This design comes from an exercise in tuning for small area and a short achievable clock period on the open sky130 flow, not from production work.
RTL that was checked went through simulation tests only; none was proved equivalent to the original.
The flow treats the clock pin as an ideal source. Dropping or thinning the clock tree relies on that and would not hold on a real chip.
Power is estimated from default activity; no workload was simulated.

Setup of run 1:
// mp85_bus_target
module mp85_bus_target #(
    parameter logic [15:0] BASE_ADDR   = 16'h8000,
    parameter int          ADDR_BITS   = 8,
    parameter int          WAIT_STATES = 2
) (
    input  logic        clk,
    input  logic        rst,
    input  logic [15:0] address,
    input  logic        mem_read,
    input  logic        mem_write,
    input  logic [7:0]  data_in,
    output logic [7:0]  data_out,
    output logic        ready,
    output logic        selected,
    output logic        err
);
Size: ~4,300 cells after synthesis, ~58,000 um2 of cells after synthesis.
make LEC_CHECK=0 CAP_MARGIN=20 CORE_MARGIN=2 CORE_UTILIZATION=40 CTS_CLUSTER_DIAMETER=100 CTS_CLUSTER_SIZE=30 SETUP_SLACK_MARGIN=2.9 SLEW_MARGIN=20 finish   # period 5.0 ns
run.sh (not shown) runs the stock make flow with config.mk's settings and CLKGATE_MAP_FILE= SYNTH_SCRIPT=/design/flow/synth_recipe.tcl, a recipe that flattens the netlist after the stock synthesis.
Run 1: done, clean on timing, DRC and antenna
Relative to run 1, the following input files were edited for run 2:
# run 1
export LEC_CHECK = 0
export CAP_MARGIN = 20
export CORE_MARGIN = 2
export CORE_UTILIZATION = 40
export CTS_CLUSTER_DIAMETER = 100
export CTS_CLUSTER_SIZE = 30
export SETUP_SLACK_MARGIN = 2.9
export SLEW_MARGIN = 20
create_clock -name core_clock -period 5.0 [get_ports {clk}]
# run 2
export LEC_CHECK = 0
export CAP_MARGIN = 20
export CORE_MARGIN = 2
export CORE_UTILIZATION = 40
export CTS_CLUSTER_DIAMETER = 100
export CTS_CLUSTER_SIZE = 30
export SETUP_SLACK_MARGIN = 3.2
export SLEW_MARGIN = 20
create_clock -name core_clock -period 5.0 [get_ports {clk}]
Run 2 did not stop at any stage, and its layout met the timing, design-rule and antenna checks.
Run 1 -> run 2: routed metal-1 wire length increased by a few percent
Against run 1, net total in the final layout in run 2 rose by a few percent.
Run 2 -> run 1: path length in cells of the critical path delta 0, exact match
Run 2 vs run 1, sequential share of cell area went down by 3.7 points.
What run 3 does differently from run 2 at the input level:
# run 2
export LEC_CHECK = 0
export CAP_MARGIN = 20
export CORE_MARGIN = 2
export CORE_UTILIZATION = 40
export CTS_CLUSTER_DIAMETER = 100
export CTS_CLUSTER_SIZE = 30
export SETUP_SLACK_MARGIN = 3.2
export SLEW_MARGIN = 20
create_clock -name core_clock -period 5.0 [get_ports {clk}]
# run 3
export LEC_CHECK = 0
export CAP_MARGIN = 20
export CORE_MARGIN = 2
export CORE_UTILIZATION = 65
export CTS_CLUSTER_DIAMETER = 100
export CTS_CLUSTER_SIZE = 30
export SETUP_SLACK_MARGIN = 3.0
export SLEW_MARGIN = 20
create_clock -name core_clock -period 5.0 [get_ports {clk}]
| smallest setup slack after layout | run 3 vs run 2 | better |. Re global-route wire length before repair: run 2 and run 3 aren't equal, and the higher value belongs to run 2. Total leakage power in run 3 is 4.6% below run 2. Run 3 gives less cell area after placement than run 2 did. Fmax: run 3 above run 2. Final hold slack was higher in the run labelled run 3. Run 3 does better than run 2 on total routed wirelength. Compared to run 2, run 3 has register fraction of the total cell area 3.5 points higher. Total power: run 3 below run 2.
[inputs] run 4 vs run 3
# run 3
export LEC_CHECK = 0
export CAP_MARGIN = 20
export CORE_MARGIN = 2
export CORE_UTILIZATION = 65
export CTS_CLUSTER_DIAMETER = 100
export CTS_CLUSTER_SIZE = 30
export SETUP_SLACK_MARGIN = 3.0
export SLEW_MARGIN = 20
create_clock -name core_clock -period 5.0 [get_ports {clk}]
# run 4
export LEC_CHECK = 0
export CAP_MARGIN = 20
export CORE_MARGIN = 2
export CORE_UTILIZATION = 55
export CTS_CLUSTER_DIAMETER = 100
export CTS_CLUSTER_SIZE = 30
export SETUP_SLACK_MARGIN = 2.8
export SLEW_MARGIN = 20
create_clock -name core_clock -period 5.0 [get_ports {clk}]
## What came out
For clock network area share, run 4 and run 3 come out practically identical. Run 4 against run 3: final clock period utilization by the worst path flat, routed wire length on met3 down 41%.
Changes in run 5 relative to run 4:
# run 4
export LEC_CHECK = 0
export CAP_MARGIN = 20
export CORE_MARGIN = 2
export CORE_UTILIZATION = 55
export CTS_CLUSTER_DIAMETER = 100
export CTS_CLUSTER_SIZE = 30
export SETUP_SLACK_MARGIN = 2.8
export SLEW_MARGIN = 20
create_clock -name core_clock -period 5.0 [get_ports {clk}]
# run 5
export LEC_CHECK = 0
export CAP_MARGIN = 20
export CORE_MARGIN = 2
export CORE_UTILIZATION = 55
export CTS_CLUSTER_DIAMETER = 100
export CTS_CLUSTER_SIZE = 30
export SETUP_SLACK_MARGIN = 3.0
export SLEW_MARGIN = 20
create_clock -name core_clock -period 5.0 [get_ports {clk}]
Results
- Run 4 -> run 5: period utilization flat
- Against run 4, the final cell area of run 5 is higher.
- Run 4 has a lower area used by multi-input combinational logic than run 5.
- Looking at via count across both flows, run 5 is the weaker of the two, with run 4 ahead.
- Run 5 against run 4; wire length on met2 is up by a few percent.
- Going from run 4 to run 5, combinational fraction of design power grows by 1.7 points.
- Internal portion of total power (lower): run 4
- Comparing run 5 against run 4, there is no change at all in fraction of registers with async set/reset.

========
## v6
Another version of the RTL of mp85_bus_target (not shown whole).
Size: roughly 4300 cells after synthesis, ~39 I/O pins, about 0.058 mm2 of cells after synthesis.
// mp85_bus_target
module mp85_bus_target #(
    parameter logic [15:0] BASE_ADDR   = 16'h8000,
    parameter int          ADDR_BITS   = 8,
    parameter int          WAIT_STATES = 2
) (
    input  logic        clk,
    input  logic        rst,
    input  logic [15:0] address,
    input  logic        mem_read,
    input  logic        mem_write,
    input  logic [7:0]  data_in,
    output logic [7:0]  data_out,
    output logic        ready,
    output logic        selected,
    output logic        err
);
clock: 5.0 ns
lec_check: 0
cap_margin: 20
core_margin: 2
core_utilization: 55
setup_slack_margin: 3.0
slew_margin: 20
standard.sh (not shown) runs the stock make flow with config.mk's settings and CLKGATE_MAP_FILE= SYNTH_SCRIPT=/design/flow/synth_recipe.tcl, a recipe that flattens the netlist after the stock synthesis.
==> flow/flow/run.sh <==
#!/bin/bash
# Standard layout, except that the clock tree is built by flow/pre_cts.tcl
# (a balanced two-level clkbuf_16 tree) instead of TritonCTS.
set -euo pipefail
export PRE_CTS_TCL="$PWD/flow/pre_cts.tcl"
export CT_LEAF_COLS=8 CT_LEAF_ROWS=9 CT_ROOT_COLS=2 CT_ROOT_ROWS=2
bash standard.sh > standard_flow.log 2>&1
==> flow/flow/pre_cts.tcl <==
# Clock tree built here in place of TritonCTS: a balanced two-level tree of
# clkbuf_16. The clock port drives NR root buffers (one per region of the core);
# each root drives the leaf buffers of its region; each leaf drives a cluster of
# about 30 nearby flip-flops. Every flip-flop sees the same number of buffer
# levels, and leaf/root buffers sit at the centroids of what they drive.
# Before that, the input port buffers (which the flow picks from the slow delay
# cells) are made plain buf_4 cells.
rename clock_tree_synthesis my_tritoncts_unused

proc ct_centroid {pts} {
  set sx 0
  set sy 0
  foreach p $pts {
    set sx [expr {$sx + [lindex $p 1]}]
    set sy [expr {$sy + [lindex $p 2]}]
  }
  set n [llength $pts]
  return [list [expr {$sx / $n}] [expr {$sy / $n}]]
}

# Split pts (lists {obj x y}) into ncol columns by x, then each column into
# nrow rows by y, with counts as equal as possible. Returns a list of
# {col row pts}.
proc ct_grid {pts ncol nrow} {
  set out {}
  set pts [lsort -integer -index 1 $pts]
  set n [llength $pts]
  for {set c 0} {$c < $ncol} {incr c} {
    set lo [expr {($n * $c) / $ncol}]
    set hi [expr {($n * ($c + 1)) / $ncol - 1}]
    set col [lsort -integer -index 2 [lrange $pts $lo $hi]]
    set m [llength $col]
    for {set r 0} {$r < $nrow} {incr r} {
      set a [expr {($m * $r) / $nrow}]
      set b [expr {($m * ($r + 1)) / $nrow - 1}]
      lappend out [list $c $r [lrange $col $a $b]]
    }
  }
  return $out
}

proc ct_place {inst xy} {
  set m [$inst getMaster]
  set w [$m getWidth]
  set h [$m getHeight]
  $inst setLocation [expr {[lindex $xy 0] - $w / 2}] [expr {[lindex $xy 1] - $h / 2}]
  $inst setPlacementStatus PLACED
}

proc ct_fast_input_buffers {} {
  set db [ord::get_db]
  set block [ord::get_db_block]
  set buf [$db findMaster sky130_fd_sc_hd__buf_4]
  set n 0
  foreach bt [$block getBTerms] {
    if {[$bt getIoType] ne "INPUT" || [$bt getName] eq "clk"} { continue }
    set net [$bt getNet]
    if {$net eq "NULL"} { continue }
    foreach it [$net getITerms] {
      set inst [$it getInst]
      set m [[$inst getMaster] getName]
      if {[regexp {^sky130_fd_sc_hd__(clkdlybuf4s|dlygate|dlymetal|clkbuf_|buf_)} $m] && $m ne "sky130_fd_sc_hd__buf_4"} {
        $inst swapMaster $buf
        incr n
      }
    }
  }
  puts "input buffers made buf_4: $n"
}

proc clock_tree_synthesis {args} {
  ct_fast_input_buffers
  set ncol $::env(CT_LEAF_COLS)
  set nrow $::env(CT_LEAF_ROWS)
  set rcol $::env(CT_ROOT_COLS)
  set rrow $::env(CT_ROOT_ROWS)
  set db [ord::get_db]
  set block [ord::get_db_block]
  set master [$db findMaster sky130_fd_sc_hd__clkbuf_16]
  set clk [$block findNet clk]

  set sinks {}
  foreach it [$clk getITerms] {
    set bb [[$it getInst] getBBox]
    lappend sinks [list $it [expr {([$bb xMin] + [$bb xMax]) / 2}] \
                       [expr {([$bb yMin] + [$bb yMax]) / 2}]]
  }
  puts "manual CTS: [llength $sinks] sinks, leaves ${ncol}x${nrow}, roots ${rcol}x${rrow}"

  # leaf buffers
  set leaves {}
  set i 0
  foreach cell [ct_grid $sinks $ncol $nrow] {
    set pts [lindex $cell 2]
    set inst [odb::dbInst_create $block $master "clkbuf_leaf_${i}_clk"]
    set net [odb::dbNet_create $block "clknet_leaf_${i}_clk"]
    $net setSigType CLOCK
    foreach p $pts {
      set it [lindex $p 0]
      $it disconnect
      $it connect $net
    }
    [$inst findITerm X] connect $net
    set xy [ct_centroid $pts]
    ct_place $inst $xy
    lappend leaves [list $inst [lindex $xy 0] [lindex $xy 1]]
    incr i
  }

  # root buffers
  set i 0
  foreach cell [ct_grid $leaves $rcol $rrow] {
    set pts [lindex $cell 2]
    set inst [odb::dbInst_create $block $master "clkbuf_root_${i}_clk"]
    set net [odb::dbNet_create $block "clknet_root_${i}_clk"]
    $net setSigType CLOCK
    foreach p $pts {
      [[lindex $p 0] findITerm A] connect $net
    }
    [$inst findITerm X] connect $net
    [$inst findITerm A] connect $clk
    ct_place $inst [ct_centroid $pts]
    incr i
  }
  $clk setSigType CLOCK
  global_connect
  set_propagated_clock [all_clocks]
  puts "manual CTS: [llength $leaves] leaf and $i root buffers"
}
Here is what was changed in the inputs of v7 compared with v6.
-- flow/flow/run.sh --
<<< v6, line 6
export CT_LEAF_COLS=8 CT_LEAF_ROWS=9 CT_ROOT_COLS=2 CT_ROOT_ROWS=2
>>> v7, line 6
export CT_LEAF_COLS=8 CT_LEAF_ROWS=10 CT_ROOT_COLS=2 CT_ROOT_ROWS=2
==> run notes <==
- Summed area of non-filler cells in the final layout, v7 vs v6: up slightly
- Sort v7 and v6 by total iterations of the first detailed-routing run asc -> top: v7
- Side by side, minimum clock period turned out lower in v7 than in v6.
- Between v7 and v6, the global routing usage on met2 figures differ only marginally.
- Looking at synthesis-to-finish area growth across v7 and v6, the one that comes out higher is v7.
No run of this note included a check of the RTL's function; only the layout flow was run. In every run of this note, the design's own scripts or RTL, not TritonCTS, make the clock network.

## port drivers added, routing unchanged
In the flow no input, the clock included, has a driving cell. The finished layouts below were timed again as built, in two steps.
Step 1 (the two cells are an assumption about what drives the block):
set clk [get_ports {clk}]
set_driving_cell -lib_cell sky130_fd_sc_hd__clkbuf_16 $clk
set_driving_cell -lib_cell sky130_fd_sc_hd__buf_2 [delete_from_list [all_inputs] $clk]
Step 2, shift: input delay + t, output delay - t, t = (earliest + latest rising clock arrival at the registers) / 2. This alone moves slack from input paths to output paths.
a / b / c = ideal ports / drivers / drivers and shift; a / b = the first two.
run	shift t [ns]	setup slack, ns	hold slack, ns
run 1	0.780	2.717 / 2.647 / 2.198	0.300 / 0.300 / 0.300
run 2	0.778	2.714 / 2.644 / 2.267	0.291 / 0.291 / 0.291
run 3	0.764	2.725 / 2.653 / 2.295	0.325 / 0.325 / 0.325
run 4	0.766	2.730 / 2.664 / 2.102	0.322 / 0.322 / 0.322
run 5	0.774	2.737 / 2.664 / 2.282	0.317 / 0.317 / 0.317
v6	0.700	2.731 / 2.698 / 2.341	0.328 / 0.328 / 0.328
v7	0.716	2.761 / 2.689 / 2.316	0.327 / 0.327 / 0.327
After both steps setup and hold are still met in every run listed. For run 4, which loses most, drivers alone change the setup slack by -0.066 ns; drivers and shift together by -0.628 ns.
